From an optimization exercise on the open Yosys and OpenROAD flow, aimed at small area, a short achievable clock period and few clock cycles; shortcuts taken in it are not production practice. The RTL was checked by simulation tests, not by an equivalence proof against the original design. Power and IR drop assume default switching activity.

$ cat design/flow/config.mk
export PLATFORM = sky130hd
export DESIGN_NAME = routing_table_reader
export DESIGN_NICKNAME = routing_table_reader
export VERILOG_FILES = /design/flow/design.v
export SDC_FILE = /design/flow/constraint.sdc
export NUM_CORES = 4
export LEC_CHECK = 0
export CAP_MARGIN = 20
export CORE_MARGIN = 2
export CORE_UTILIZATION = 30
export SETUP_SLACK_MARGIN = 4.25
export SLEW_MARGIN = 20
$ cat design/flow/constraint.sdc
create_clock -name core_clock -period 8.0 [get_ports {clk}]
set_input_delay 1.6000 -clock core_clock [delete_from_list [all_inputs] [get_ports {clk}]]
set_output_delay 1.6000 -clock core_clock [all_outputs]
set_load 0.01 [all_outputs]
$ cat design/flow/design.v
package routing_pkg;
    localparam int WORD_W     = 32;
    localparam int WORD_BYTES = WORD_W / 8;
    localparam int HEADER_WORDS = 4;
    localparam int ENTRY_WORDS  = 6;
    localparam int HEADER_BYTES = HEADER_WORDS * WORD_BYTES;
    localparam int ENTRY_BYTES  = ENTRY_WORDS * WORD_BYTES;
    localparam logic [WORD_W-1:0] HOST_MAGIC   = 32'h484F5354;
    localparam logic [WORD_W-1:0] SWITCH_MAGIC = 32'h53574348;
    localparam int HOST_ENTRY_W = 144;
    localparam int PATH_ENTRY_W = 145;
endpackage
`timescale 1ns/100ps
import routing_pkg::*;
module routing_table_reader
#(
    parameter int ADDR_W      = 16,
    parameter int HOST_IDX_W  = 6,
    parameter int SWITCH_ID_W = 4
) (
    input  logic                    clk,
    input  logic                    rst_n,
    output logic [ADDR_W-1:0]       mem_addr,
    input  logic [WORD_W-1:0]       mem_data,
    input  logic                    load_req,
    output logic                    load_ack,
    output logic                    tables_valid,
    output logic                    parse_error,
    input  logic                    host_req,
    input  logic [HOST_IDX_W-1:0]   host_index,
    output logic                    host_ack,
    output logic                    host_found,
    output logic [HOST_ENTRY_W-1:0] host_entry,
    input  logic                    path_req,
    input  logic [SWITCH_ID_W-1:0]  src_switch,
    input  logic [SWITCH_ID_W-1:0]  dst_switch,
    output logic                    path_ack,
    output logic [PATH_ENTRY_W-1:0] path_entry
);
    localparam int HW = ADDR_W - 3;
    localparam logic [3:0] S_IDLE = 4'd0,
                           S_PA   = 4'd1,
                           S_RD   = 4'd2,
                           S_ACK  = 4'd3,
                           S_L1   = 4'd4,
                           S_L2   = 4'd5,
                           S_L3   = 4'd6,
                           S_L4   = 4'd7,
                           S_L5   = 4'd8,
                           S_L6   = 4'd9,
                           S_L7   = 4'd10,
                           S_L8   = 4'd11;
    logic [3:0]    state;
    logic          sel_host;
    logic [2:0]    ph;
    logic [HW-1:0] ahi;
    logic          a0;
    logic [3:0]    s_nx;        
    logic          b_one0, b_two0, b_neg0, b_one1, b_two1, b_s3;
    logic          hc_big;      
    logic [5:0]    hc_lo;       
    logic [HW-1:0] pbase;       
    logic [HW-1:0] kmul;        
    logic          slot0;
    logic [31:0]   slot_a, slot_b, slot_c;
    logic [15:0]   slot_d;
    logic          found;
    logic [7:0]    host_base;
    logic [HW-1:0] row_off;
    logic [HW-1:0] mac;
    logic          ahi_mac;
    logic [HW-1:0] ahi_oth;
    logic [HW-1:0] m_pp0, m_q1, m_pp1, m_pp2, m_s1, m_c1, m_s2, m_c2;
    assign found     = hc_big || (host_index < hc_lo);
    assign host_base = 8'(host_index) * 8'd3 + ((state == S_IDLE) ? 8'd4 : 8'd2);
    assign row_off   = pbase + HW'(dst_switch) * HW'(3);
    assign m_pp0 = (({HW{b_one0}} & kmul) | ({HW{b_two0}} & (kmul << 1))) ^ {HW{b_neg0}};
    assign m_q1  = (({HW{b_one1}} & kmul) | ({HW{b_two1}} & (kmul << 1))) ^ {HW{b_s3}};
    assign m_pp1 = {m_q1[HW-3:0], b_neg0, !b_neg0};
    assign m_pp2 = ({HW{b_s3}} & (kmul << 4)) | {{(HW-3){1'b0}}, b_s3, 2'b00};
    assign m_s1  = ahi ^ m_pp0 ^ m_pp1;
    assign m_c1  = ((ahi & m_pp0) | (ahi & m_pp1) | (m_pp0 & m_pp1)) << 1;
    assign m_s2  = m_s1 ^ m_c1 ^ m_pp2;
    assign m_c2  = ((m_s1 & m_c1) | (m_s1 & m_pp2) | (m_c1 & m_pp2)) << 1;
    assign mac   = m_s2 + m_c2;
    assign mem_addr = {ahi, a0, 2'b00};
    always_comb begin
        case (state)
            S_IDLE:       s_nx = src_switch;
            S_L2, S_L6:   s_nx = 4'd3;
            default:      s_nx = 4'd0;
        endcase
    end
    always_ff @(posedge clk) begin
        b_one0 <= s_nx[0];
        b_two0 <= s_nx[1] && !s_nx[0];
        b_neg0 <= s_nx[1];
        b_one1 <= s_nx[2] ^ s_nx[1];
        b_two1 <= (s_nx[2] == s_nx[1]) && (s_nx[3] != s_nx[2]);
        b_s3   <= s_nx[3];
    end
    always_comb begin
        ahi_mac = 1'b0;
        ahi_oth = ahi;
        case (state)
            S_IDLE: begin
                if (load_req)      ahi_oth = '0;
                else if (host_req) ahi_oth = HW'(host_base);
                else if (path_req) ahi_oth = row_off;
            end
            S_PA, S_L3, S_L4, S_L7: ahi_mac = 1'b1;
            S_RD: begin
                ahi_mac = sel_host ? (ph == 3'd3) : (ph == 3'd1 || ph == 3'd3);
                if (sel_host && ph == 3'd1) ahi_oth = HW'(host_base);
            end
            S_ACK:  if (!(load_ack && load_req) && !(host_ack && host_req)
                        && !(path_ack && path_req)) ahi_oth = '0;
            S_L2:   ahi_oth = HW'(1);
            S_L6:   ahi_oth = HW'(2);
            S_L8:   ahi_oth = '0;
            default: ;
        endcase
    end
    always_ff @(posedge clk or negedge rst_n) begin
        if (!rst_n) ahi <= '0;
        else        ahi <= ahi_mac ? mac : ahi_oth;
    end
    always_ff @(posedge clk or negedge rst_n) begin
        if (!rst_n) begin
            state        <= S_IDLE;
            a0           <= 1'b0;
            load_ack     <= 1'b0;
            tables_valid <= 1'b0;
            parse_error  <= 1'b0;
            host_ack     <= 1'b0;
            path_ack     <= 1'b0;
        end else begin
            case (state)
                S_IDLE: begin
                    if (load_req) begin
                        a0    <= 1'b1;
                        state <= S_L1;
                    end else if (host_req) begin
                        sel_host   <= 1'b1;
                        host_found <= found;
                        if (found) begin
                            ph    <= 3'd1;
                            state <= S_RD;
                        end else begin
                            host_ack <= 1'b1;
                            state    <= S_ACK;
                        end
                    end else if (path_req) begin
                        sel_host <= 1'b0;
                        state    <= S_PA;
                    end
                end
                S_PA: begin
                    ph    <= 3'd0;
                    state <= S_RD;
                end
                S_RD: begin
                    if (ph == 3'd5) begin
                        host_ack <= sel_host;
                        path_ack <= !sel_host;
                        state    <= S_ACK;
                    end else begin
                        ph       <= ph + 1'b1;
                        if (!(sel_host ? (ph == 3'd1) : (ph == 3'd3))) a0 <= !a0;
                    end
                end
                S_ACK: begin
                    if (!(load_ack && load_req) && !(host_ack && host_req)
                        && !(path_ack && path_req)) begin
                        load_ack <= 1'b0;
                        host_ack <= 1'b0;
                        path_ack <= 1'b0;
                        a0       <= 1'b0;
                        state    <= S_IDLE;
                    end
                end
                S_L1: begin
                    if (mem_data != HOST_MAGIC) begin
                        tables_valid <= 1'b0;
                        parse_error  <= 1'b1;
                        load_ack     <= 1'b1;
                        state        <= S_ACK;
                    end else begin
                        state <= S_L2;
                    end
                end
                S_L2: begin
                    state <= S_L3;
                end
                S_L3: begin
                    a0    <= 1'b0;
                    state <= S_L4;
                end
                S_L4: begin
                    state <= S_L5;
                end
                S_L5: begin
                    tables_valid <= (mem_data == SWITCH_MAGIC);
                    parse_error  <= (mem_data != SWITCH_MAGIC);
                    load_ack     <= 1'b1;
                    state        <= S_L6;
                end
                S_L6: begin
                    if (!load_req) load_ack <= 1'b0;
                    state <= S_L7;
                end
                S_L7: begin
                    if (!load_req) load_ack <= 1'b0;
                    state <= S_L8;
                end
                S_L8: begin
                    if (!load_req) load_ack <= 1'b0;
                    state <= (load_ack && load_req) ? S_ACK : S_IDLE;
                end
                default: state <= S_IDLE;
            endcase
        end
    end
    always_ff @(posedge clk) begin
        if (state == S_L2) begin
            hc_big <= |mem_data[31:6];
            hc_lo  <= mem_data[5:0];
        end
        if (state == S_L5) begin
            pbase <= ahi;
        end
        if (state == S_L2 || state == S_L6) begin
            kmul <= mem_data[HW-1:0];
        end else if (state == S_L8) begin
            kmul <= ahi;
        end
        if (state == S_RD) begin
            if (ph == 3'd1) slot0 <= mem_data[0];
            if (sel_host ? (ph == 3'd3) : (ph == 3'd2)) slot_a <= mem_data;
            if (sel_host ? (ph == 3'd4) : (ph == 3'd3)) slot_b <= mem_data;
            if (sel_host ? (ph == 3'd5) : (ph == 3'd4)) slot_c <= mem_data;
            if (sel_host ? (ph == 3'd2) : (ph == 3'd5)) slot_d <= mem_data[15:0];
        end
    end
    assign host_entry = {slot_a, slot_b, slot_c[15:0], slot_c[31:16],
                         mem_data[7:0], mem_data[15:8], mem_data[23:16], mem_data[31:24],
                         slot_d[7:0], slot_d[15:8]};
    assign path_entry = {slot0, slot_a[15:0], slot_a[31:16], slot_b, slot_c[15:0], slot_c[31:16],
                         mem_data[7:0], mem_data[15:8], mem_data[23:16], mem_data[31:24],
                         slot_d[7:0], slot_d[15:8]};
endmodule
$ cat design/flow/flow/run.sh
#!/bin/bash
# Standard synthesis, then the standard layout with plain buffers on the ports.
set -euo pipefail
bash standard.sh synth > synth.log 2>&1
export BUFFER_PORTS_ARGS="-buffer_cell sky130_fd_sc_hd__buf_1"
bash standard.sh finish > layout.log 2>&1
$ cat design/flow/standard.sh
#!/bin/bash
# synth_recipe.tcl (not shown) runs the flow's synth.tcl, then flattens the netlist and writes it again
# the make line also repeats each setting of config.mk as NAME=value (left out here)
make -C /OpenROAD-flow-scripts/flow DESIGN_CONFIG=/design/flow/config.mk WORK_HOME=/design/flow/orfs CLKGATE_MAP_FILE= SYNTH_SCRIPT=/design/flow/synth_recipe.tcl "${@:-finish}"
==> flow_summary.ini, run 1 <==
[clocking]
cts.sinks = 180
post-cts-setup-buffers = 0
cts_max_level = 4
root_buffer = clkbuf_16
path_clk_slew_ns = 0.07
tritoncts = done
cts_inserted_buffers = 17
cts_max_path_buffers = 2
clk_latency_ns = 0.43

[sta]
timing.slew.headroom_pct = 30.76
drv_slew = 0
rsz0062_at_grt = true
worst_pin_slew_ns = 1.036
layout_min_cycle_time_ns = 3.703
setup_violations = 0
finalCritPeriodShare_pct = 46.29
hold_viol = 0
fin_tns_setup_ns = 0
timing.fmax_ghz = 0.2701
fin_skew_ns = 0.01709

[setup_path]
cp.arrival_ns = 2.10
cp_slowest_stage_delay_ns = 0.31
critPathBufInv = 2
crit_family = buffers and inverters
cp.required_ns = 6.40
cp_cell_sequence = buf_1 > buf_1
cp_max_fo = 7
crit_type = in2out
r2r-end = ahi[12]
cp_common_cell = buf_1
reg2reg_depth = 13
r2r_slack_ns = 4.37
setup.worst_path.end_class = output port
cp-start-kind = primary input
worst_r2r_startpoint = kmul[2]
slowest_stage = buf_1
startpoint = mem_data[17]

[synthesis]
syn_area_per_cell_um2 = 11.51
yosys_warnings = 1
async_reset_ff_share_pct = 12.78
synthesis.area_um2 = 10370
ys_types = 62
yosysSeqAreaShare_pct = 50.43
synth-edff-count = 151
yosys.area.top_type_share_pct = 43.72
syn_inst = 901
ys_ff_latch = 180
synth_area_leaders = edfxtp_1 44%, buf_4 13%, dfrtp_1 5.5%
dominantRegCellSynth = edfxtp_1
yosys.area.top_type = edfxtp_1

[drt]
via_per_inst = 4.756
num_vias = 7377
drc = 0
finalWirelength_mm = 30.79
drt_iter0_markers = 547
drt_first_pass_iters = 5
antenna_left = 0
routedWlPerCell_um = 19.85

[placed_design]
gp_congestion = 0.8918
dp_hpwl_mm = 23.77
io_buffer_count = 359

[hold_path]
worstHoldEndpoint = tables_valid
min_from = tables_valid
min_delay_path_depth = 1
hold_path.class = reg2reg

[global_route]
grt_pass1_wl_mm = 44.42
track_usage_pct = 16.70
grt_max_degree = 33
antenna_found_initial = 2
grt_pass1_vias = 6906
grt-ovfl-total = 0

[run]
drv_cap = 0

[power_and_ir_drop]
finalPower_mw = 5.079
p_per_area_nw_per_um2 = 437.6
peakVddDrop_v = 0.0002394
p_leak_nw = 4.232

[outcome]
status = no timing/DRC/antenna violations

[die]
die-area_um2 = 36070
core_area_um2 = 34290
die_w_um = 189.9
io_pins = 362
fp.dieH_um = 189.9
num_rows = 68
start_util_pct = 30.25

[layout]
drive_gt1_share_pct = 8.029
num_antenna_cells = 0
area_growth_pct = 11.90
fin_nets = 1201
where the power goes:
group | switching, mW | total, mW | internal [mW] | leakage (nW)
clock | 0.432 | 0.857 | 0.425 | 0.296
combinational | 1.63 | 2.74 | 1.12 | 2.24
sequential | 0.253 | 1.48 | 1.23 | 1.70
total | 2.31 | 5.08 | 2.77 | 4.23
state kept, by name, summed over array words and instances (netlist names), 3 cells and up:
register  cells
state         4
ahi          13
slot_b       32
slot_a       32
slot_d       16
ph            3
kmul         13
slot_c       32
pbase        13
hc_lo         6
cell families after synthesis:
group           count (synthesis)  share of synthesized area (%)
buf+inv                       262                          16.11
mux                             7                         0.7118
xor+xnor                       44                          3.716
flops                         180                          50.43
simple gates                  182                          8.590
fa+ha+maj                      67                          10.04
other cells                     1                        0.03616
compound gates                158                          10.38
worst register-to-register path, stage by stage (launching register included):
cell and delay (ns):
edfxtp_1 0.47, a22oi_1 0.26, xor2_1 0.24, fa_1 0.45, inv_1 0.08, fa_1 0.44
ha_1 0.24, fa_1 0.45, a211oi_2 0.26, o211ai_1 0.13, nand2_1 0.11, o21ai_0 0.11
xnor2_1 0.20, a21oi_1 0.09
synth_stat cells (3+ instances only):
cell type and instances:
a22oi_1 26, and2_1 5, nand4_1 5, nor3b_1 3, buf_2 3, nand2b_1 9
ha_1 40, mux2_2 3, o21ai_0 28, xor2_1 15, edfxtp_1 151, nor3_1 11
a22o_1 3, a211oi_1 9, a31oi_1 4, o211ai_1 5, nand3_1 8, clkbuf_1 19
and3_1 4, a21oi_1 35, dfrtp_1 23, o21bai_1 4, xnor2_1 29, nor2_1 31
mux2i_1 4, o21a_1 5, a221oi_2 4, nor4_1 7, o22ai_1 3, fa_1 27
or4_1 3, a211o_1 4, buf_4 180, a21o_1 11, dfxtp_1 6, inv_1 58
nand2_1 78, a221oi_1 3
placed cells by master (no fill, tap or decap), drive strengths merged, types with 3 or more instances in the layout:
master / Yosys / routed
clkbuf: 19 / 22
a211oi: 9 / 9
xnor2: 29 / 29
nand2: 78 / 78
a22o: 3 / 3
nor4: 9 / 9
clkinv: 0 / 11
mux2i: 4 / 4
o21a: 5 / 5
o21bai: 4 / 4
nand4: 5 / 5
o22ai: 3 / 3
and3: 4 / 4
and2: 5 / 5
nor3b: 3 / 3
dfxtp: 6 / 6
a22oi: 26 / 26
or4: 3 / 3
nor2: 32 / 32
o211ai: 5 / 5
a21oi: 35 / 35
buf: 185 / 361
mux2: 3 / 3
a21o: 11 / 11
nor3: 11 / 11
a221oi: 7 / 7
fa: 27 / 27
a31oi: 4 / 4
ha: 40 / 40
dfrtp: 23 / 23
o21ai: 30 / 30
nand2b: 9 / 9
a211o: 4 / 4
xor2: 15 / 15
inv: 58 / 62
edfxtp: 151 / 151
nand3: 8 / 8
worst max path at each step:
stage | end | slack [ns] | depth (start not counted)
floorplan | ahi[7] | 4.28 | 9
global placement | ahi[6] | 3.96 | 9
finish | path_entry[25] | 4.30 | 2
global route | ahi[12] | 4.19 | 13
CTS | path_entry[19] | 4.25 | 2
detailed placement | ahi[6] | 3.90 | 9
final cells by class:
class                   instances  area, um2
well taps                     455      569.3
repair buffers                366       1423
inverters                      58      217.7
multi-input cells             460       3543
clock inverters                15      190.2
clock buffers                  17      425.4
flip-flops and latches        180       5236
fillers                      3488      22680
metrics by stage:
step | instance area, um2 | std cells | hold WS [ns] | utilization (%) | setup WS, ns
6_report | 11600 | 1551 | 0.4894 | 33.85 | 4.297
5_1_grt | 11600 | 1551 | 0.5199 | 33.85 | 4.187
4_1_cts | 11580 | 1551 | 0.4939 | 33.76 | 4.251
3_5_place_dp | 10930 | 1519 | 0.4768 | 31.87 | 3.904
3_3_place_gp | 10930 | 1519 | 0.4691 | 31.87 | 3.959
2_1_floorplan | 10380 | 902 | 0.4732 | - | 4.279
per-layer routing:
layer | wire (um) | GRT usage (%) | up-vias
met5 | 24 | 0 | -
met4 | 718 | 5.784 | 4
met3 | 1780 | 2.730 | 34
met2 | 15160 | 27.88 | 308
met1 | 13100 | 21.98 | 3662
li1 | - | - | 3369
what timing repair did:
| item | CTS | global route |
|---|---|---|
| hold buffers | 0 | 0 |
| endpoints found under the setup margin | 30 | 15 |
| pin swaps | 0 | 0 |
| gates resized for setup | 19 | 12 |
| gates cloned | 0 | 0 |
Testbench counts, summed over its fixed seeds: cycles 7,945.
==> inputs of run 2 (changes only) <==
==> design/flow/flow/run.sh (replaced) <==
#!/bin/bash
# Standard synthesis, then the standard layout with plain buffers on the ports
# and a clock tree without dummy loads.
set -euo pipefail
bash standard.sh synth > synth.log 2>&1
export BUFFER_PORTS_ARGS="-buffer_cell sky130_fd_sc_hd__buf_1"
export CTS_ARGS="-sink_clustering_enable -repair_clock_nets -dont_use_dummy_load"
bash standard.sh finish > layout.log 2>&1
==> run 2 against run 1 <==
Still clean. Fmax shrank 0.42%. Synthesized cell count is the same. Clock-buffer cell count is the same. Worst hold slack lost 0.0024 ns. Flip-flop and latch count is the same. Global-route usage shrank 0.061 points. Routed wire length shrank 0.23%. Non-clock buffer count grew 3. Clock power shrank 19%. Via count shrank 0.14%. First-iteration DRC count grew 4.0%. Largest cell class unchanged.
==> flow_summary.ini, run 2 <==
[drt]
drt_first_pass_iters = 5
num_vias = 7367
drc = 0
m1WireLength_mm = 12.95
wl_met2_mm = 15.08
finalWirelength_mm = 30.72
topRoutingLayerUsed = met5
drt_iter0_markers = 569
dr_wl_met3_mm = 1.932
antenna_left = 0
routedWlPerCell_um = 19.96
via_per_inst = 4.787

[layout]
reg_top3 = slot_a (32), slot_b (32), slot_c (32)
num_antenna_cells = 0
final_util_pct = 33.37
fin_nets = 1204
most-common-layout-cells = 340 x buf_1, 151 x edfxtp_1, 78 x nand2_1, 57 x inv_1, 38 x ha_1
drive_gt1_share_pct = 7.103
area_growth_pct = 10.32
final_area_um2 = 11440
stdcell_count = 1539
final_common_cell = buf_1

[synthesis]
yosys.area.top_type = edfxtp_1
yosysSeqAreaShare_pct = 50.43
yosys_warnings = 1
ys_ff_latch = 180
synth_area_leaders = edfxtp_1 44%, buf_4 13%, dfrtp_1 5.5%
synthTopCellsByCount = 180 x buf_4, 151 x edfxtp_1, 78 x nand2_1, 58 x inv_1, 40 x ha_1
async_reset_ff_share_pct = 12.78
ys_types = 62
dominantRegCellSynth = edfxtp_1
yosysMostFrequentCell = buf_4
syn_inst = 901
synthesis.area_um2 = 10370
synth-edff-count = 151
yosys.area.top_type_share_pct = 43.72
syn_area_per_cell_um2 = 11.51

[sta]
drv_slew = 0
fin_ws_ns = 4.282
hold_ws_ns = 0.4871
finalCritPeriodShare_pct = 46.48
hold_viol = 0
setup_violations = 0
layout_min_cycle_time_ns = 3.718
timing.slew.headroom_pct = 30.39
fin_skew_ns = 0.03338
worst_pin_slew_ns = 1.042
rsz0062_at_grt = false
timing.fmax_ghz = 0.2689
fin_tns_setup_ns = 0

[clocking]
clk_latency_ns = 0.43
root_buffer = clkbuf_16
path_clk_slew_ns = 0.05
tritoncts = done
cts.sinks = 180
cts_hold_buf = 0
cts_inserted_buffers = 17
cts_max_level = 4
cts_max_path_buffers = 2

[setup_path]
startpoint = mem_data[17]
critPathBufInv = 2
endpoint = path_entry[25]
slowest_stage = buf_1
cp.required_ns = 6.40
cp_cell_sequence = buf_1 > buf_1
r2r-end = ahi[6]
cp_slowest_stage_delay_ns = 0.32
r2r_slack_ns = 4.45
worst_r2r_startpoint = state[2]
crit_cells = 2
cp_max_fo = 7
crit_family = buffers and inverters
setup.worst_path.end_class = output port
cp-start-kind = primary input
cp.arrival_ns = 2.12
crit_type = in2out
cp_common_cell = buf_1
reg2reg_depth = 12

[placed_design]
post-place-ws_ns = 3.904
placedCellCount = 1519
placed_area_um2 = 10930
dp_hpwl_mm = 23.77
gp_congestion = 0.8918
io_buffer_count = 359

[outcome]
status = no timing/DRC/antenna violations

[die]
core_area_um2 = 34290
io_pins = 362
die_w_um = 189.9
fp.dieH_um = 189.9
num_rows = 68
start_util_pct = 30.25
die-area_um2 = 36070

[power_and_ir_drop]
finalPower_mw = 4.917
p_leak_nw = 4.163
peakVddDrop_v = 0.0002165
p_per_area_nw_per_um2 = 429.8

[global_route]
grt_pass1_wl_mm = 44.21
track_usage_pct = 16.64
antenna_found_initial = 2
grt_pass1_vias = 6880
grt_max_degree = 33
grt-ovfl-total = 0

[hold_path]
hold_path.class = reg2reg

[run]
drv_cap = 0
[run 2: cell types whose count changed in the layout (fill, tap and decap cells not counted), sizes merged]
cell,change
buf,+2
clkbuf,+1
clkinv,-11
inv,-4
[run 2: cells by family (layout without fill, tap and decap cells)]
| kind of cell | count (synthesis) | in the layout | share of synthesized area [%] |
|---|---|---|---|
| buf+inv | 262 | 444 | 16.11 |
| simple gates | 182 | 182 | 8.590 |
| flops | 180 | 180 | 50.43 |
| compound gates | 158 | 158 | 10.38 |
| fa+ha+maj | 67 | 67 | 10.04 |
| xor+xnor | 44 | 44 | 3.716 |
| mux | 7 | 7 | 0.7118 |
| other cells | 1 | 2 | 0.03616 |
[run 2: report_power, final]
group / total [mW] / switching (mW) / internal [mW]
registers: 1.48 / 0.252 / 1.23
clock network: 0.693 / 0.323 / 0.371
logic: 2.74 / 1.62 / 1.12
[run 2: layer usage]
metal  vias to the layer above  global-route usage (%)
li1                       3354                       -
met1                      3636                   21.93
met2                       338                   27.84
met3                        35                   2.749
met4                         4                   5.516
met5                         -                       0
[run 2: how the worst min path moves through the flow]
stage	start	to	slack (ns)	cells after the start
after floorplan	state[2]	state[2]	0.47	2
after global placement	tables_valid	tables_valid	0.47	1
after detailed placement	tables_valid	tables_valid	0.48	1
after CTS	tables_valid	tables_valid	0.49	1
after global routing	tables_valid	tables_valid	0.51	1
final	tables_valid	tables_valid	0.49	1
[run 2: cell type report]
type / instances / area [um2]
repair buffers: 369 / 1446
multi-input cells: 460 / 3543
inverters: 58 / 217.7
flip-flops and latches: 180 / 5239
clock buffers: 17 / 425.4
fillers: 3497 / 22850
well taps: 455 / 569.3
[run 2: what timing repair did]
action | in CTS | in global routing
gates resized for setup | 19 | 14
setup endpoints to repair | 30 | 17
setup buffers | 0 | 3
==> inputs of run 3 (changes only) <==
--- a/design/flow/config.mk
+++ b/design/flow/config.mk
@@ -8,5 +8,5 @@
 export CAP_MARGIN = 20
 export CORE_MARGIN = 2
 export CORE_UTILIZATION = 30
-export SETUP_SLACK_MARGIN = 4.25
+export SETUP_SLACK_MARGIN = 4.55
 export SLEW_MARGIN = 20
==> run 3 against run 2 <==
Critical path depth grew 1. Setup slack gained 0.19 ns. Total power grew 5.3%. Clock power grew 0.7%. Critical path type unchanged. Critical endpoint is now host_entry[36]. Largest power group unchanged.
==> flow_summary.ini, run 3 <==
[synthesis]
async_reset_ff_share_pct = 12.78
ys_types = 62
yosysMostFrequentCell = buf_4
synth_area_leaders = edfxtp_1 44%, buf_4 13%, dfrtp_1 5.5%
synthTopCellsByCount = 180 x buf_4, 151 x edfxtp_1, 78 x nand2_1, 58 x inv_1, 40 x ha_1
synth-edff-count = 151
yosysSeqAreaShare_pct = 50.43
synth_fa_ha_area_share_pct = 10.04
yosys_warnings = 1
synth_compound_area_share_pct = 10.38
dominantRegCellSynth = edfxtp_1
synth_top_family_by_area = buffers and inverters
syn_inst = 901
yosys.area.top_type_share_pct = 43.72
syn_area_per_cell_um2 = 11.51
yosys.area.top_type = edfxtp_1
synth-simple-area-share_pct = 8.590
synthesis.area_um2 = 10370
ys_ff_latch = 180
synth_xor_area_share_pct = 3.716
muxShareOfSynthArea_pct = 0.7118

[placed_design]
dp_hpwl_mm = 23.99
gp_congestion = 0.8665
placed_area_um2 = 10940
post-place-ws_ns = 3.952
io_buffer_count = 359

[clocking]
clk_latency_ns = 0.43
cts_max_level = 4
path_clk_slew_ns = 0.06
cts.sinks = 180
cts_max_path_buffers = 2
cts_inserted_buffers = 17
tritoncts = done
root_buffer = clkbuf_16
cts_hold_buf = 0

[setup_path]
r2r-end = ahi[12]
cp_cell_sequence = buf_6 > buf_6 > buf_6
startpoint = mem_data[12]
reg2reg_depth = 13
crit_type = in2out
cp.arrival_ns = 1.93
cp-start-kind = primary input
cp_slowest_stage_delay_ns = 0.12
slowest_stage = buf_6
cp_common_cell = buf_6
cp.required_ns = 6.40
endpoint = host_entry[36]
cp_max_fo = 4
worst_r2r_startpoint = kmul[1]
r2r_slack_ns = 4.60
setup.worst_path.end_class = output port

[layout]
nFillCells = 3304
final_area_um2 = 12510
most-common-layout-cells = 262 x buf_1, 151 x edfxtp_1, 78 x nand2_1, 76 x buf_6, 57 x inv_1
area_growth_pct = 20.64
num_antenna_cells = 0
final_common_cell = buf_1
fin_nets = 1229
drive_gt1_share_pct = 18.12
reg_top3 = slot_a (32), slot_b (32), slot_c (32)

[global_route]
grt_max_degree = 33
grt_pass1_wl_mm = 46.31
grt-ovfl-total = 0
track_usage_pct = 17.43
grt_pass1_vias = 7143
antenna_found_initial = 0

[sta]
layout_min_cycle_time_ns = 3.531
rsz0062_at_grt = true
hold_ws_ns = 0.5171
setup_violations = 0
timing.slew.headroom_pct = 29.39
fin_tns_setup_ns = 0
hold_viol = 0
worst_pin_slew_ns = 1.058
fin_ws_ns = 4.469
timing.fmax_ghz = 0.2832
drv_slew = 0
finalCritPeriodShare_pct = 44.14
fin_skew_ns = 0.03934

[drt]
num_vias = 7439
finalWirelength_mm = 32.43
drt_iter0_markers = 549
routedWlPerCell_um = 20.74
via_per_inst = 4.756
drc = 0
antenna_left = 0
drt_first_pass_iters = 8

[power_and_ir_drop]
peakVddDrop_v = 0.0002442
p_per_area_nw_per_um2 = 413.8
finalPower_mw = 5.178
p_leak_nw = 4.758

[outcome]
status = no timing/DRC/antenna violations

[die]
start_util_pct = 30.25
die_w_um = 189.9
num_rows = 68
die-area_um2 = 36070
fp.dieH_um = 189.9
core_area_um2 = 34290
io_pins = 362

[hold_path]
hold_path.class = reg2reg

[run]
drv_cap = 0
## run 3: layout make-up
type                       instances  area [um2]  area share, %
sequential                       180        5248          41.94
multi-input combinational        461        3670          29.33
timing repair buffer             393        2382          19.04
tap                              455       569.3          4.550
clock buffer                      17       425.4          3.400
inverter                          58       217.7          1.740
## run 3: cell families after synthesis
| logic type | Yosys count |
|---|---|
| buffers and inverters | 262 |
| other | 1 |
| flip-flops | 180 |
| AO/OA/AOI/OAI | 158 |
| XOR/XNOR | 44 |
| AND/OR/NAND/NOR | 182 |
| multiplexers | 7 |
| adder cells (fa/ha/maj) | 67 |
## run 3: how the worst min path moves through the flow
| stage | to | startpoint | depth (start not counted) | slack, ns |
|---|---|---|---|---|
| after floorplan | state[2] | state[2] | 2 | 0.47 |
| after global routing | parse_error | parse_error | 2 | 0.55 |
| after global placement | state[2] | state[2] | 2 | 0.50 |
| final | parse_error | parse_error | 2 | 0.52 |
| after detailed placement | tables_valid | tables_valid | 1 | 0.51 |
| after CTS | parse_error | parse_error | 2 | 0.52 |
## run 3: repair_timing
item                                    in CTS  in global routing
gates cloned                                 0                  1
pin swaps                                    9                 27
setup buffers                               14                 12
endpoints found under the setup margin      76                 39
gates resized for setup                    241                 45
## run 3: through the flow
stage          util [%]  cells
3_3_place_gp      31.91   1519
4_1_cts           35.71   1550
2_1_floorplan         -    902
5_1_grt           36.49   1564
3_5_place_dp      31.91   1519
6_report          36.49   1564
## run 3: power by group
group / leakage [nW] / total, mW / switching (mW) / internal [mW]
clock: 0.209 / 0.698 / 0.327 / 0.371
sequential: 1.70 / 1.48 / 0.250 / 1.23
combinational: 2.85 / 3.00 / 1.73 / 1.27
## run 3: layer usage
metal | routed length (um) | vias up | global-route usage [%]
li1 | - | 3402 | -
met1 | 13460 | 3686 | 22.45
met2 | 16380 | 324 | 29.79
met3 | 1983 | 27 | 3.394
met4 | 606 | 0 | 4.919
met5 | 0 | - | 0
## run 3: worst max-delay path, delay by kind of cell
kind / cells / cell delay [ns]
buffers and inverters: 3 / 0.32
==> inputs of run 4 (changes only) <==
--- a/design/flow/config.mk
+++ b/design/flow/config.mk
@@ -8,5 +8,6 @@
 export CAP_MARGIN = 20
 export CORE_MARGIN = 2
 export CORE_UTILIZATION = 30
-export SETUP_SLACK_MARGIN = 4.55
+export GPL_TIMING_DRIVEN = 1
+export SETUP_SLACK_MARGIN = 4.4
 export SLEW_MARGIN = 20
==> run 4 against run 3 <==
Still clean on timing, DRC and antenna. First-iteration DRC count is 25% lower. Final cell count is 0.96% lower. Setup slack worse by 0.056 ns. Register-to-register slack worse by 0.04 ns. Core utilization is 2.4 points lower. Fmax is 1.6% lower. Routed wire length is 4.1% lower. Die area stayed put. Clock-buffer cell count stayed put. Sequential power hardly changed. Clock skew is 0.016 ns lower. Sequential share of layout area is 3.0 points higher. Largest power group unchanged.
==> flow_summary.ini, run 4 <==
[global_route]
antenna_found_initial = 4
grt_pass1_vias = 6817
track_usage_pct = 16.80
grt_max_degree = 33
grt-ovfl-total = 0
grt_pass1_wl_mm = 44.09

[clocking]
cts_inserted_buffers = 17
path_clk_slew_ns = 0.06
cts_max_path_buffers = 2
root_buffer = clkbuf_16
tritoncts = done
cts_max_level = 4
cts.sinks = 180
clk_latency_ns = 0.42

[die]
core_area_um2 = 34290
die_w_um = 189.9
io_pins = 362
fp.dieH_um = 189.9
start_util_pct = 30.25
die-area_um2 = 36070
num_rows = 68

[setup_path]
reg2reg_depth = 12
crit_family = buffers and inverters
cp_max_fo = 7
cp_cell_sequence = buf_2 > buf_1
cp_slowest_stage_delay_ns = 0.21
r2r-end = ahi[10]
cp.required_ns = 6.40
critPathBufInv = 2
worst_r2r_startpoint = b_s3
cp-start-kind = primary input
setup.worst_path.end_class = output port
crit_type = in2out
r2r_slack_ns = 4.56
slowest_stage = buf_2
cp.arrival_ns = 1.99

[synthesis]
yosys.area.top_type_share_pct = 43.72
yosysMostFrequentCell = buf_4
synthesis.area_um2 = 10370
async_reset_ff_share_pct = 12.78
syn_inst = 901
yosys_warnings = 1
yosysSeqAreaShare_pct = 50.43
synth_area_leaders = edfxtp_1 44%, buf_4 13%, dfrtp_1 5.5%
ys_types = 62
ys_ff_latch = 180
synth-edff-count = 151
yosys.area.top_type = edfxtp_1
synthTopCellsByCount = 180 x buf_4, 151 x edfxtp_1, 78 x nand2_1, 58 x inv_1, 40 x ha_1
syn_area_per_cell_um2 = 11.51
dominantRegCellSynth = edfxtp_1

[drt]
via_per_inst = 4.743
drt_iter0_markers = 410
finalWirelength_mm = 31.09
drt_first_pass_iters = 5
num_vias = 7347
routedWlPerCell_um = 20.07
drc = 0
antenna_left = 0

[placed_design]
dp_hpwl_mm = 23.65
placed_area_um2 = 10950
gp_congestion = 0.9536
io_buffer_count = 359

[outcome]
status = no timing/DRC/antenna violations

[sta]
timing.fmax_ghz = 0.2787
worst_pin_slew_ns = 1.076
rsz0062_at_grt = true
hold_viol = 0
layout_min_cycle_time_ns = 3.588
setup_violations = 0
hold_ws_ns = 0.4800
drv_slew = 0
timing.slew.headroom_pct = 28.26
fin_skew_ns = 0.02383
fin_tns_setup_ns = 0
finalCritPeriodShare_pct = 44.84

[power_and_ir_drop]
p_per_area_nw_per_um2 = 428.2
internal-power_mw = 2.771
finalPower_mw = 4.998
comb_power_share_pct = 56.6
seqPwrFrac_pct = 29.6
p_leak_nw = 4.297
swShare_pct = 44.56
power.switching_mw = 2.227
p_clk_share_pct = 13.8
peakVddDrop_v = 0.0002277

[run]
drv_cap = 0

[hold_path]
min_from = tables_valid
worstHoldEndpoint = tables_valid
hold_path.class = reg2reg
min_delay_path_depth = 1

[layout]
fin_nets = 1213
most-common-layout-cells = 324 x buf_1, 151 x edfxtp_1, 78 x nand2_1, 57 x inv_1, 37 x ha_1
drive_gt1_share_pct = 10.34
reg_top3 = slot_a (32), slot_b (32), slot_c (32)
area_growth_pct = 12.55
final_common_cell = buf_1
final_util_pct = 34.04
final_area_um2 = 11670
## run 4: cell counts after synthesis
No cell type changed its count.
## run 4: how the worst max path moves through the flow
| stage | start | to | slack (ns) | cells past startpoint |
|---|---|---|---|---|
| after global placement | mem_data[12] | parse_error | 3.98 | 6 |
| after global routing | dst_switch[1] | ahi[11] | 4.34 | 11 |
| after floorplan | dst_switch[0] | ahi[7] | 4.30 | 9 |
| final | mem_data[27] | path_entry[19] | 4.41 | 2 |
| after detailed placement | load_req | ahi[9] | 3.93 | 7 |
| after CTS | mem_data[26] | path_entry[18] | 4.40 | 2 |
## run 4: cell families (layout without fill, tap and decap cells)
logic type / Yosys count / in the layout / share of synthesized area (%)
simple gates: 182 / 182 / 8.590
flops: 180 / 180 / 50.43
mux: 7 / 7 / 0.7118
compound gates: 158 / 158 / 10.38
xor+xnor: 44 / 44 / 3.716
fa+ha+maj: 67 / 67 / 10.04
other cells: 1 / 3 / 0.03616
buf+inv: 262 / 453 / 16.11
## run 4: final cells by class
| class | count | area (um2) |
|---|---|---|
| flip-flops and latches | 180 | 5240 |
| fillers | 3443 | 22620 |
| multi-input cells | 460 | 3618 |
| repair buffers | 378 | 1599 |
| inverters | 58 | 217.7 |
| diodes | 1 | 2.502 |
| well taps | 455 | 569.3 |
| clock buffers | 17 | 425.4 |
## run 4: power groups by stage
| stage | clock [mW] | combinational, mW | sequential, mW |
|---|---|---|---|
| floorplan | 0 | 2.14 | 1.38 |
| CTS | 0.711 | 2.73 | 1.48 |
| finish | 0.689 | 2.83 | 1.48 |
| global placement | 0 | 2.66 | 1.49 |
| detailed placement | 0 | 2.67 | 1.49 |
| global route | 0.749 | 3.19 | 1.50 |
## run 4: stage by stage
step | setup WS (ns) | cells
after floorplan | 4.297 | 902
after global placement | 3.978 | 1520
after detailed placement | 3.935 | 1520
after CTS | 4.401 | 1541
after global routing | 4.342 | 1549
final | 4.412 | 1549
## run 4: repair_timing
action / CTS / global route
setup buffers: 4 / 6
hold buffers: 0 / 0
setup endpoints to repair: 66 / 14
pin swaps: 0 / 11
gates resized for setup: 53 / 26
## run 4: metal layers
layer  track usage, %  part of all wire [%]
met1            21.98                    43
met2            28.02                    49
met3            3.579                   6.2
met4            4.890                   1.5
met5                0                 0.042
==> inputs of run 5 (changes only) <==
--- a/design/flow/config.mk
+++ b/design/flow/config.mk
@@ -8,6 +8,5 @@
 export CAP_MARGIN = 20
 export CORE_MARGIN = 2
 export CORE_UTILIZATION = 30
-export GPL_TIMING_DRIVEN = 1
 export SETUP_SLACK_MARGIN = 4.4
 export SLEW_MARGIN = 20
==> run 5 against run 4 <==
First-iteration DRC count is the same. Clock-buffer cell count did not move. Final area did not move. Setup slack did not move. Flip-flop and latch count stayed put. Non-clock buffer count is the same. Die area unchanged. Critical endpoint unchanged. Largest cell class unchanged.
==> flow_summary.ini, run 5 <==
[run]
drv_cap = 0

[setup_path]
reg2reg_depth = 12
crit_cells = 2
cp.arrival_ns = 1.99
cp-start-kind = primary input
cp_slowest_stage_delay_ns = 0.21
setup.worst_path.end_class = output port
cp.required_ns = 6.40
startpoint = mem_data[27]
crit_type = in2out
worst_r2r_startpoint = b_s3
critPathBufInv = 2
slowest_stage = buf_2
crit_family = buffers and inverters
cp_cell_sequence = buf_2 > buf_1
cp_max_fo = 7

[global_route]
antenna_found_initial = 4
grt_pass1_vias = 6817
grt_pass1_wl_mm = 44.09
grt_max_degree = 33
track_usage_pct = 16.80
grt-ovfl-total = 0

[layout]
reg_top3 = slot_a (32), slot_b (32), slot_c (32)
regArea_um2 = 5240
fin_nets = 1213
nFillCells = 3443
multi_input_area_um2 = 3618
most-common-layout-cells = 324 x buf_1, 151 x edfxtp_1, 78 x nand2_1, 57 x inv_1, 37 x ha_1
area_growth_pct = 12.55
final_common_cell = buf_1
drive_gt1_share_pct = 10.34

[sta]
drv_slew = 0
finalCritPeriodShare_pct = 44.84
layout_min_cycle_time_ns = 3.588
fin_skew_ns = 0.02383
hold_viol = 0
worst_pin_slew_ns = 1.076
setup_violations = 0
hold_ws_ns = 0.4800
timing.fmax_ghz = 0.2787
timing.slew.headroom_pct = 28.26
rsz0062_at_grt = true
fin_tns_setup_ns = 0

[clocking]
tritoncts = done
cts_inserted_buffers = 17
cts.sinks = 180
cts_max_path_buffers = 2
path_clk_slew_ns = 0.06
clk_latency_ns = 0.42
cts_max_level = 4
cts_hold_buf = 0
root_buffer = clkbuf_16

[synthesis]
yosysMostFrequentCell = buf_4
synth-edff-count = 151
synthTopCellsByCount = 180 x buf_4, 151 x edfxtp_1, 78 x nand2_1, 58 x inv_1, 40 x ha_1
yosys.area.top_type = edfxtp_1
synth_area_leaders = edfxtp_1 44%, buf_4 13%, dfrtp_1 5.5%
ys_ff_latch = 180
syn_area_per_cell_um2 = 11.51
ys_types = 62
synthesis.area_um2 = 10370
yosys.area.top_type_share_pct = 43.72
yosys_warnings = 1
syn_inst = 901
dominantRegCellSynth = edfxtp_1
async_reset_ff_share_pct = 12.78
yosysSeqAreaShare_pct = 50.43

[outcome]
status = no timing/DRC/antenna violations

[hold_path]
min_delay_path_depth = 1
hold_path.class = reg2reg
min_from = tables_valid

[drt]
num_vias = 7347
routedWlPerCell_um = 20.07
finalWirelength_mm = 31.09
drt_first_pass_iters = 5
antenna_left = 0
drc = 0
drt_iter0_markers = 410
via_per_inst = 4.743

[die]
core_area_um2 = 34290
start_util_pct = 30.25
die_w_um = 189.9
num_rows = 68
io_pins = 362
die-area_um2 = 36070
fp.dieH_um = 189.9

[placed_design]
io_buffer_count = 359
dp_hpwl_mm = 23.65
gp_congestion = 0.9536

[power_and_ir_drop]
p_per_area_nw_per_um2 = 428.2
p_leak_nw = 4.297
peakVddDrop_v = 0.0002277
-- run 5: cell counts in the layout (fill, tap and decap cells not counted) --
No cell type changed its count.
-- run 5: repair_timing --
item / in CTS / in global routing
setup buffers: 4 / 6
pin swaps: 0 / 11
gates resized for setup: 53 / 26
endpoints found under the setup margin: 66 / 14
-- run 5: per-stage QoR --
| stage | instance area [um2] | utilization, % | setup slack, ns | cells | total power, mW |
|---|---|---|---|---|---|
| 5_1_grt | 11670 | 34.04 | 4.342 | 1549 | 5.440 |
| 3_3_place_gp | 10940 | 31.92 | 3.978 | 1520 | 4.148 |
| 6_report | 11670 | 34.04 | 4.412 | 1549 | 4.998 |
| 4_1_cts | 11500 | 33.55 | 4.401 | 1541 | 4.915 |
| 3_5_place_dp | 10950 | 31.93 | 3.935 | 1520 | 4.164 |
| 2_1_floorplan | 10390 | - | 4.297 | 902 | 3.524 |
-- run 5: report_power, final --
group	switching, mW	internal [mW]	leakage [nW]
Combinational	1.66	1.17	2.39
Sequential	0.252	1.23	1.70
Clock	0.319	0.370	0.209
-- run 5: logic make-up after synthesis --
logic type	Yosys count	synth area share [%]
AOI/OAI and AO/OA	158	10.38
xor gates and xnor gates	44	3.716
adders and majority gates	67	10.04
buffers and inverters	262	16.11
DFF	180	50.43
muxes	7	0.7118
other	1	0.03616
and+or+nand+nor	182	8.590
-- run 5: cell type report --
| class | count | area share, % |
|---|---|---|
| Antenna cell | 1 | 0.02144 |
| Timing Repair Buffer | 378 | 13.70 |
| Inverter | 58 | 1.865 |
| Tap cell | 455 | 4.877 |
| Sequential cell | 180 | 44.89 |
| Clock buffer | 17 | 3.645 |
| Multi-Input combinational cell | 460 | 31.00 |
-- run 5: worst paths after layout --
path,to,slack (ns)
setup / recovery,path_entry[19],4.41
hold / removal,tables_valid,0.48
setup reg to reg,ahi[10],4.56
hold reg to reg,tables_valid,0.48
max in group asynchronous,tables_valid,6.55
min in group asynchronous,ahi[10],1.17
-- run 5: routing by layer --
layer / GRT usage [%] / vias to the layer above / part of all wire [%]
met5: 0 / - / 0.042
met4: 4.890 / 2 / 1.5
met3: 3.579 / 20 / 6.2
met2: 28.02 / 314 / 49
met1: 21.98 / 3642 / 43
li1: - / 3369 / -
-- run 5: worst register-to-register path: stages (launching register included) --
cell      delay (ns)
dfxtp_2         0.64
xor2_1          0.23
fa_1            0.43
inv_1           0.10
fa_1            0.45
ha_2            0.22
fa_2            0.38
a211oi_2        0.22
o211ai_1        0.13
nand2_1         0.12
buf_4           0.12
xor2_1          0.15
a22oi_1         0.11
==> inputs of run 6 (changes only) <==
--- a/design/flow/config.mk
+++ b/design/flow/config.mk
@@ -7,6 +7,6 @@
 export LEC_CHECK = 0
 export CAP_MARGIN = 20
 export CORE_MARGIN = 2
-export CORE_UTILIZATION = 30
+export CORE_UTILIZATION = 25
 export SETUP_SLACK_MARGIN = 4.4
 export SLEW_MARGIN = 20
==> run 6 against run 5 <==
Largest power group unchanged. Final cell count rose by 5.0%. Setup slack gained 0.0096 ns. Synthesized area did not move. Combinational power rose by 5%. Global-route usage is 1.4 points lower. Core utilization decreased by 5.1 points. Total power increased by 2.7%. Final area increased by 1.4%. Clock power is 1% higher.
==> flow_summary.ini, run 6 <==
[outcome]
status = no timing/DRC/antenna violations

[layout]
final_common_cell = buf_1
most-common-layout-cells = 320 x buf_1, 151 x edfxtp_1, 78 x nand2_1, 57 x inv_1, 34 x ha_1
drive_gt1_share_pct = 11.61
reg_top3 = slot_a (32), slot_b (32), slot_c (32)
stdcell_count = 1627
area_growth_pct = 14.08
fin_nets = 1214

[sta]
fin_skew_ns = 0.02142
setup_violations = 0
worst_pin_slew_ns = 1.041
timing.slew.headroom_pct = 30.54
rsz0062_at_grt = true
drv_slew = 0
timing.fmax_ghz = 0.2795
layout_min_cycle_time_ns = 3.578
hold_viol = 0
finalCritPeriodShare_pct = 44.72
fin_ws_ns = 4.422
fin_tns_setup_ns = 0

[global_route]
grt_max_degree = 33
track_usage_pct = 15.38
use_met1_pct = 20.03
top_usage_layer = met2
grt_use_met2_pct = 25.95
antenna_found_initial = 5
grt-ovfl-total = 0
grt_pass1_wl_mm = 49.32
grt_pass1_vias = 7211
use_met3_pct = 2.769

[setup_path]
reg2reg_depth = 13
cp_max_fo = 7
crit_type = in2out
cp_cell_sequence = buf_2 > buf_1
startpoint = mem_data[18]
endpoint = path_entry[26]
cp_slowest_stage_delay_ns = 0.19
crit_family = buffers and inverters
setup.worst_path.end_class = output port
worst_r2r_startpoint = kmul[2]
slowest_stage = buf_2
crit_cells = 2
critPathBufInv = 2
r2r_slack_ns = 4.53
cp.arrival_ns = 1.98
cp.required_ns = 6.40
r2r-end = ahi[10]
cp-start-kind = primary input

[synthesis]
synth-simple-area-share_pct = 8.590
syn_inst = 901
muxShareOfSynthArea_pct = 0.7118
async_reset_ff_share_pct = 12.78
dominantRegCellSynth = edfxtp_1
synth_area_leaders = edfxtp_1 44%, buf_4 13%, dfrtp_1 5.5%
yosys.area.top_type_share_pct = 43.72
ys_ff_latch = 180
synth_fa_ha_area_share_pct = 10.04
synthTopCellsByCount = 180 x buf_4, 151 x edfxtp_1, 78 x nand2_1, 58 x inv_1, 40 x ha_1
yosys_warnings = 1
ys_types = 62
synth_xor_area_share_pct = 3.716
synth_compound_area_share_pct = 10.38
synth-edff-count = 151
yosysMostFrequentCell = buf_4
yosysSeqAreaShare_pct = 50.43
synthesis.area_um2 = 10370
syn_area_per_cell_um2 = 11.51
synth_top_family_by_area = buffers and inverters
yosys.area.top_type = edfxtp_1

[drt]
num_vias = 7383
finalWirelength_mm = 34.30
drc = 0
drt_iter0_markers = 493
via_per_inst = 4.538
drt_first_pass_iters = 5
routedWlPerCell_um = 21.08
antenna_left = 0

[power_and_ir_drop]
p_per_area_nw_per_um2 = 434.0
p_leak_nw = 4.317
peakVddDrop_v = 0.0002362

[die]
die-area_um2 = 43130
core_area_um2 = 40920
fp.dieH_um = 207.7
die_w_um = 207.7
io_pins = 362
num_rows = 74
start_util_pct = 25.34

[placed_design]
io_buffer_count = 359
post-place-ws_ns = 3.959
gp_congestion = 0.8921
dp_hpwl_mm = 26.42
placedCellCount = 1596

[clocking]
cts.sinks = 180
cts_max_path_buffers = 2
clk_latency_ns = 0.42
cts_max_level = 4
tritoncts = done
cts_inserted_buffers = 17
path_clk_slew_ns = 0.05
root_buffer = clkbuf_16
cts_hold_buf = 0

[hold_path]
hold_path.class = reg2reg

[run]
drv_cap = 0
[run 6: power by group]
part | switching (mW) | total [mW] | internal (mW)
sequential | 0.250 | 1.48 | 1.23
clock | 0.328 | 0.699 | 0.371
combinational | 1.73 | 2.96 | 1.23
total | 2.31 | 5.13 | 2.83
[run 6: cell type report]
class | instances | area (um2)
Timing Repair Buffer | 379 | 1608
Fill cell | 4256 | 29090
Tap cell | 532 | 665.6
Inverter | 58 | 217.7
Clock buffer | 17 | 425.4
Multi-Input combinational cell | 460 | 3667
Sequential cell | 180 | 5245
Antenna cell | 1 | 2.502
[run 6: through the flow]
| stage | power, mW | utilization, % | instance area, um2 | hold WS [ns] |
|---|---|---|---|---|
| floorplan | 3.524 | - | 10390 | 0.4732 |
| global placement | 4.159 | 26.96 | 11030 | 0.4669 |
| detailed placement | 4.190 | 26.97 | 11040 | 0.4756 |
| CTS | 4.958 | 28.37 | 11610 | 0.4972 |
| global route | 5.590 | 28.91 | 11830 | 0.5092 |
| finish | 5.135 | 28.91 | 11830 | 0.4889 |
[run 6: metal layers]
layer | vias to the layer above | wire length [um]
met5 | - | 34
li1 | 3368 | -
met3 | 35 | 1974
met2 | 329 | 17010
met4 | 6 | 782
met1 | 3645 | 14500
[run 6: worst register-to-register path, stage by stage, from the launching register on]
cell	delay [ns]
edfxtp_1	0.43
a22oi_2	0.22
xor2_2	0.10
fa_1	0.53
inv_1	0.05
fa_1	0.48
ha_4	0.20
fa_2	0.38
a211oi_2	0.28
o211ai_1	0.13
nand2_1	0.12
buf_4	0.13
xor2_2	0.16
a22oi_1	0.10
[run 6: repair_timing]
item,4_1_cts,5_1_grt
pin swaps,0,16
setup buffers,6,7
resized for setup,56,44
endpoints found under the setup margin,69,16
[run 6: worst min path at each step]
stage                 startpoint            to  cells past startpoint
global placement    tables_valid  tables_valid                      1
global route        tables_valid  tables_valid                      1
detailed placement  tables_valid  tables_valid                      1
CTS                 tables_valid  tables_valid                      1
finish              tables_valid  tables_valid                      1
floorplan               state[2]      state[2]                      2
[run 6: cell families after synthesis]
logic type               Yosys count
XOR/XNOR                          44
AND/OR/NAND/NOR                  182
multiplexers                       7
AO/OA/AOI/OAI                    158
buffers and inverters            262
flip-flops                       180
adder cells (fa/ha/maj)           67
other                              1
==> inputs of run 7 (changes only) <==
--- a/design/flow/config.mk
+++ b/design/flow/config.mk
@@ -7,6 +7,6 @@
 export LEC_CHECK = 0
 export CAP_MARGIN = 20
 export CORE_MARGIN = 2
-export CORE_UTILIZATION = 25
+export CORE_UTILIZATION = 36
 export SETUP_SLACK_MARGIN = 4.4
 export SLEW_MARGIN = 20
==> run 7 against run 6 <==
Global-route usage increased by 5.5 points. Non-clock buffer count increased by 1. Die area decreased by 30%. Worst hold slack improved by 0.018 ns. Sequential share of layout area increased by 0.88 points. Combinational power decreased by 4%. Fmax decreased by 0.55%. Register-to-register slack got worse by 0.03 ns. Largest power group unchanged. Highest routed layer is now met4.
==> flow_summary.ini, run 7 <==
[clocking]
cts_inserted_buffers = 17
cts_max_level = 4
path_clk_slew_ns = 0.05
tritoncts = done
root_buffer = clkbuf_16
clk_latency_ns = 0.43
cts_hold_buf = 0
cts_max_path_buffers = 2
cts.sinks = 180

[drt]
via_per_inst = 5.011
drc = 0
dr_wl_met3_mm = 1.921
antenna_left = 0
finalWirelength_mm = 32.40
drt_first_pass_iters = 5
m1WireLength_mm = 13.57
num_vias = 7417
wl_met2_mm = 16.42
drt_iter0_markers = 692
routedWlPerCell_um = 21.89
topRoutingLayerUsed = met4

[hold_path]
hold_path.class = reg2reg

[outcome]
status = no timing/DRC/antenna violations

[synthesis]
yosysSeqAreaShare_pct = 50.43
yosys.area.top_type = edfxtp_1
async_reset_ff_share_pct = 12.78
ys_types = 62
yosys_warnings = 1
syn_area_per_cell_um2 = 11.51
synthTopCellsByCount = 180 x buf_4, 151 x edfxtp_1, 78 x nand2_1, 58 x inv_1, 40 x ha_1
dominantRegCellSynth = edfxtp_1
yosysMostFrequentCell = buf_4
synth_area_leaders = edfxtp_1 44%, buf_4 13%, dfrtp_1 5.5%
syn_inst = 901
synthesis.area_um2 = 10370
synth-edff-count = 151
yosys.area.top_type_share_pct = 43.72
ys_ff_latch = 180

[power_and_ir_drop]
peakVddDrop_v = 0.0002516
p_per_area_nw_per_um2 = 432.5
internal-power_mw = 2.769
p_clk_share_pct = 13.7
power.switching_mw = 2.243
seqPwrFrac_pct = 29.6
comb_power_share_pct = 56.6
swShare_pct = 44.75
p_leak_nw = 4.306

[global_route]
grt_max_degree = 33
grt_pass1_vias = 6898
grt_pass1_wl_mm = 45.98
antenna_found_initial = 2
grt-ovfl-total = 0
track_usage_pct = 20.91

[die]
die_w_um = 173.7
io_pins = 362
fp.dieH_um = 173.7
die-area_um2 = 30180
num_rows = 62
core_area_um2 = 28550
start_util_pct = 36.33

[sta]
finalCritPeriodShare_pct = 44.97
setup_violations = 0
timing.fmax_ghz = 0.2780
fin_skew_ns = 0.02191
hold_ws_ns = 0.5072
timing.slew.headroom_pct = 31.04
fin_ws_ns = 4.402
rsz0062_at_grt = true
hold_viol = 0
worst_pin_slew_ns = 1.034
drv_slew = 0
fin_tns_setup_ns = 0
layout_min_cycle_time_ns = 3.598

[setup_path]
crit_type = in2out
cp_max_fo = 3
crit_family = buffers and inverters
cp.required_ns = 6.40
cp-start-kind = primary input
setup.worst_path.end_class = output port
cp.arrival_ns = 2.00
cp_cell_sequence = buf_1 > buf_6 > buf_6
critPathBufInv = 3
cp_common_cell = buf_6
slowest_stage = buf_6
cp_slowest_stage_delay_ns = 0.17

[placed_design]
gp_congestion = 0.9303
placedCellCount = 1448
io_buffer_count = 359
dp_hpwl_mm = 24.79
post-place-ws_ns = 3.956

[layout]
final_common_cell = buf_1
fin_nets = 1215
most-common-layout-cells = 323 x buf_1, 151 x edfxtp_1, 78 x nand2_1, 57 x inv_1, 38 x ha_1
reg_top3 = slot_a (32), slot_b (32), slot_c (32)
drive_gt1_share_pct = 10.32
area_growth_pct = 11.71
stdcell_count = 1480

[run]
drv_cap = 0
[run 7: cell count changes in the layout (fill, tap and decap cells not counted), sizes merged]
cell / previous run / this run
buf: 374 / 373
clkbuf: 22 / 24
[run 7: path summary, 6_finish.rpt]
kind / cells after the start / from / to / slack (ns)
min: 1 / tables_valid / tables_valid / 0.51
min in group asynchronous: 2 / rst_n / ahi[11] / 1.17
max reg2reg: 13 / b_two1 / ahi[9] / 4.50
min reg2reg: 1 / tables_valid / tables_valid / 0.51
max: 3 / mem_data[5] / host_entry[45] / 4.40
max in group asynchronous: 2 / rst_n / ahi[0] / 6.55
[run 7: power groups by stage]
stage                     logic [mW]  registers (mW)  clock network (mW)
final                           2.84            1.48               0.689
after global routing            3.21            1.51               0.737
after floorplan                 2.14            1.38                   0
after global placement          2.66            1.50                   0
after detailed placement        2.68            1.50                   0
after CTS                       2.76            1.48               0.704
[run 7: kinds of logic after synthesis]
family,Yosys count,share of synthesized area (%)
buf+inv,262,16.11
other cells,1,0.03616
mux,7,0.7118
xor+xnor,44,3.716
compound gates,158,10.38
fa+ha+maj,67,10.04
simple gates,182,8.590
flops,180,50.43
[run 7: area by class of cell]
class	count	area, um2
Multi-Input combinational cell	460	3613
Antenna cell	1	2.502
Tap cell	384	480.5
Clock buffer	17	425.4
Sequential cell	180	5239
Inverter	58	217.7
Fill cell	2774	16960
Timing Repair Buffer	380	1608
[run 7: metal layers]
metal	up-vias	GRT usage, %
met5	-	0
met3	17	3.925
li1	3382	-
met2	305	36.42
met4	0	5.007
met1	3713	26.92
[run 7: timing repair]
item,in CTS,in global routing
endpoints found under the setup margin,65,20
resized for setup,52,28
pin swaps,0,14
setup buffers,4,10
[run 7: stage by stage]
step	power (mW)	instance area, um2	util, %
5_1_grt	5.453	11580	40.58
4_1_cts	4.942	11410	39.95
6_report	5.011	11590	40.59
3_3_place_gp	4.156	10850	38.00
2_1_floorplan	3.524	10390	-
3_5_place_dp	4.172	10850	38.01
==> inputs of run 8 (changes only) <==
--- a/design/flow/config.mk
+++ b/design/flow/config.mk
@@ -7,6 +7,7 @@
 export LEC_CHECK = 0
 export CAP_MARGIN = 20
 export CORE_MARGIN = 2
-export CORE_UTILIZATION = 36
+export CORE_UTILIZATION = 30
+export PLACE_DENSITY = 0.8
 export SETUP_SLACK_MARGIN = 4.4
 export SLEW_MARGIN = 20
==> run 8 against run 7 <==
Via count rose by 1.5%. Core utilization fell by 6.4 points. Total power fell by 0.53%. Fmax fell by 0.46%. Clock-buffer cell count did not move. Register-to-register slack improved by 0.02 ns. Synthesized area did not move. First-iteration DRC count fell by 18%. Worst hold slack got worse by 0.022 ns. Clock power fell by 1%. Largest power group unchanged.
==> flow_summary.ini, run 8 <==
[outcome]
status = no timing/DRC/antenna violations

[power_and_ir_drop]
swShare_pct = 44.44
comb_power_share_pct = 56.9
internal-power_mw = 2.770
peakVddDrop_v = 0.0002578
p_per_area_nw_per_um2 = 425.2
finalPower_mw = 4.985
seqPwrFrac_pct = 29.4
p_clk_share_pct = 13.6
p_leak_nw = 4.322
power.switching_mw = 2.215

[layout]
reg_top3 = slot_a (32), slot_b (32), slot_c (32)
most-common-layout-cells = 327 x buf_1, 151 x edfxtp_1, 78 x nand2_1, 57 x inv_1, 37 x ha_1
area_growth_pct = 13.04
final_common_cell = buf_1
drive_gt1_share_pct = 10.73
stdcell_count = 1557
fin_nets = 1220

[sta]
fin_skew_ns = 0.02578
timing.slew.headroom_pct = 27.95
finalCritPeriodShare_pct = 45.18
fin_tns_setup_ns = 0
setup_violations = 0
timing.fmax_ghz = 0.2767
fin_ws_ns = 4.386
rsz0062_at_grt = true
drv_slew = 0
hold_ws_ns = 0.4849
worst_pin_slew_ns = 1.078
hold_viol = 0
layout_min_cycle_time_ns = 3.614

[die]
fp.dieH_um = 189.9
start_util_pct = 30.25
io_pins = 362
die_w_um = 189.9
num_rows = 68
die-area_um2 = 36070
core_area_um2 = 34290

[clocking]
path_clk_slew_ns = 0.05
cts_max_path_buffers = 2
cts_inserted_buffers = 17
cts.sinks = 180
cts_max_level = 4
clk_latency_ns = 0.44
tritoncts = done
root_buffer = clkbuf_16

[synthesis]
yosys.area.top_type = edfxtp_1
yosysSeqAreaShare_pct = 50.43
synthesis.area_um2 = 10370
synth_area_leaders = edfxtp_1 44%, buf_4 13%, dfrtp_1 5.5%
dominantRegCellSynth = edfxtp_1
async_reset_ff_share_pct = 12.78
yosys.area.top_type_share_pct = 43.72
syn_inst = 901
synth-edff-count = 151
ys_types = 62
synthTopCellsByCount = 180 x buf_4, 151 x edfxtp_1, 78 x nand2_1, 58 x inv_1, 40 x ha_1
yosysMostFrequentCell = buf_4
yosys_warnings = 1
syn_area_per_cell_um2 = 11.51
ys_ff_latch = 180

[global_route]
grt-ovfl-total = 0
use_met1_pct = 20.55
grt_max_degree = 33
grt_use_met2_pct = 27.53
antenna_found_initial = 2
top_usage_layer = met2
grt_pass1_wl_mm = 43.89
grt_pass1_vias = 7038
track_usage_pct = 16.53
use_met3_pct = 5.202

[run]
drv_cap = 0

[placed_design]
dp_hpwl_mm = 23.43
placedCellCount = 1522
io_buffer_count = 359
post-place-ws_ns = 3.944
gp_congestion = 0.9627

[setup_path]
crit_type = in2reg
cp_max_fo = 3
setup.worst_path.end_class = flip-flop
cp.arrival_ns = 3.89
cp.required_ns = 8.28
cp-start-kind = primary input

[drt]
finalWirelength_mm = 30.82
via_per_inst = 4.833
drt_first_pass_iters = 5
drt_iter0_markers = 567
num_vias = 7525
routedWlPerCell_um = 19.80
antenna_left = 0
drc = 0

[hold_path]
hold_path.class = reg2reg
## run 8: cells by family after synthesis
| group | after synthesis | share of synthesized area, % |
|---|---|---|
| flops | 180 | 50.43 |
| mux | 7 | 0.7118 |
| compound gates | 158 | 10.38 |
| buf+inv | 262 | 16.11 |
| simple gates | 182 | 8.590 |
| fa+ha+maj | 67 | 10.04 |
| xor+xnor | 44 | 3.716 |
| other cells | 1 | 0.03616 |
## run 8: layout make-up
class | count | area, um2
repair buffers | 385 | 1640
flip-flops and latches | 180 | 5243
inverters | 58 | 217.7
multi-input cells | 460 | 3623
clock buffers | 17 | 425.4
fillers | 3396 | 22560
well taps | 455 | 569.3
diodes | 2 | 5.005
## run 8: layer usage
metal  wire length, um  vias up
met5                 0        -
met4               636        0
met3              2746       32
met2             14980      373
met1             12460     3732
li1                  -     3388
## run 8: worst max-delay path: stages
cell,delay (ns)
buf_8,0.10
fa_1,0.50
ha_4,0.20
fa_2,0.40
a211o_1,0.33
a21oi_2,0.16
buf_4,0.14
nor2_1,0.05
xor2_1,0.14
a221oi_2,0.21
a21oi_1,0.06
## run 8: worst paths after layout
check                                    from      endpoint  slack [ns]  cells after the start
worst max-delay path            dst_switch[1]       ahi[11]        4.39                     11
worst min-delay path             tables_valid  tables_valid        0.48                      1
worst max register to register         b_two0       ahi[12]        4.52                     13
worst min register to register   tables_valid  tables_valid        0.48                      1
max in group asynchronous               rst_n   parse_error        6.53                      2
min in group asynchronous               rst_n        ahi[2]        1.20                      2
## run 8: power by group through the flow
stage	Sequential [mW]	Combinational [mW]	Clock, mW
after global placement	1.46	2.60	0
after global routing	1.49	3.21	0.737
after CTS	1.46	2.75	0.699
final	1.47	2.84	0.680
after floorplan	1.38	2.14	0
after detailed placement	1.47	2.68	0
## run 8: what timing repair did
item                       CTS  global route
setup endpoints to repair   64            22
pin swaps                    0            14
resized for setup           49            33
buffers inserted             8             8
hold buffers                 0             0
## run 8: per-stage QoR
stage | instance area [um2] | util [%]
6_report | 11720 | 34.19
5_1_grt | 11720 | 34.18
4_1_cts | 11550 | 33.67
3_5_place_dp | 10960 | 31.97
3_3_place_gp | 10960 | 31.96
2_1_floorplan | 10390 | -

-- re-timing with driven ports --
How much do the figures lean on ideal ports? The routed layouts below were timed once more, with nothing changed but the port constraints.
Step 1 (the two cells are an assumption about what drives the block):
set clk [get_ports {clk}]
set_driving_cell -lib_cell sky130_fd_sc_hd__clkbuf_16 $clk
set_driving_cell -lib_cell sky130_fd_sc_hd__buf_2 [delete_from_list [all_inputs] $clk]
Step 2 moves the port delays by t, midway between the first and last clock arrival at a register: inputs arrive t later, outputs are due t later. That takes back most of the time a late clock gives input paths.
Slacks: no drivers / after step 1 / after step 2; pairs: no drivers / after step 1.
| run | shift t [ns] | slack for setup (ns) | clock arrival spread, ns |
|---|---|---|---|
| run 1 | 0.474 | 4.297 / 4.267 / 3.949 | 0.024 / 0.023 |
| run 2 | 0.460 | 4.282 / 4.251 / 3.957 | 0.038 / 0.038 |
| run 3 | 0.457 | 4.469 / 4.430 / 4.041 | 0.041 / 0.042 |
| run 4 | 0.460 | 4.412 / 4.391 / 3.955 | 0.032 / 0.032 |
| run 5 | 0.460 | 4.412 / 4.391 / 3.955 | 0.032 / 0.032 |
| run 6 | 0.463 | 4.422 / 4.399 / 3.972 | 0.029 / 0.029 |
| run 7 | 0.460 | 4.402 / 4.373 / 3.977 | 0.030 / 0.030 |
| run 8 | 0.472 | 4.386 / 4.386 / 3.914 | 0.027 / 0.027 |
After both steps setup and hold are still met in every run listed. The setup slack of run 8, which loses most, moves by 0.000 ns with the drivers and by -0.472 ns with both steps.
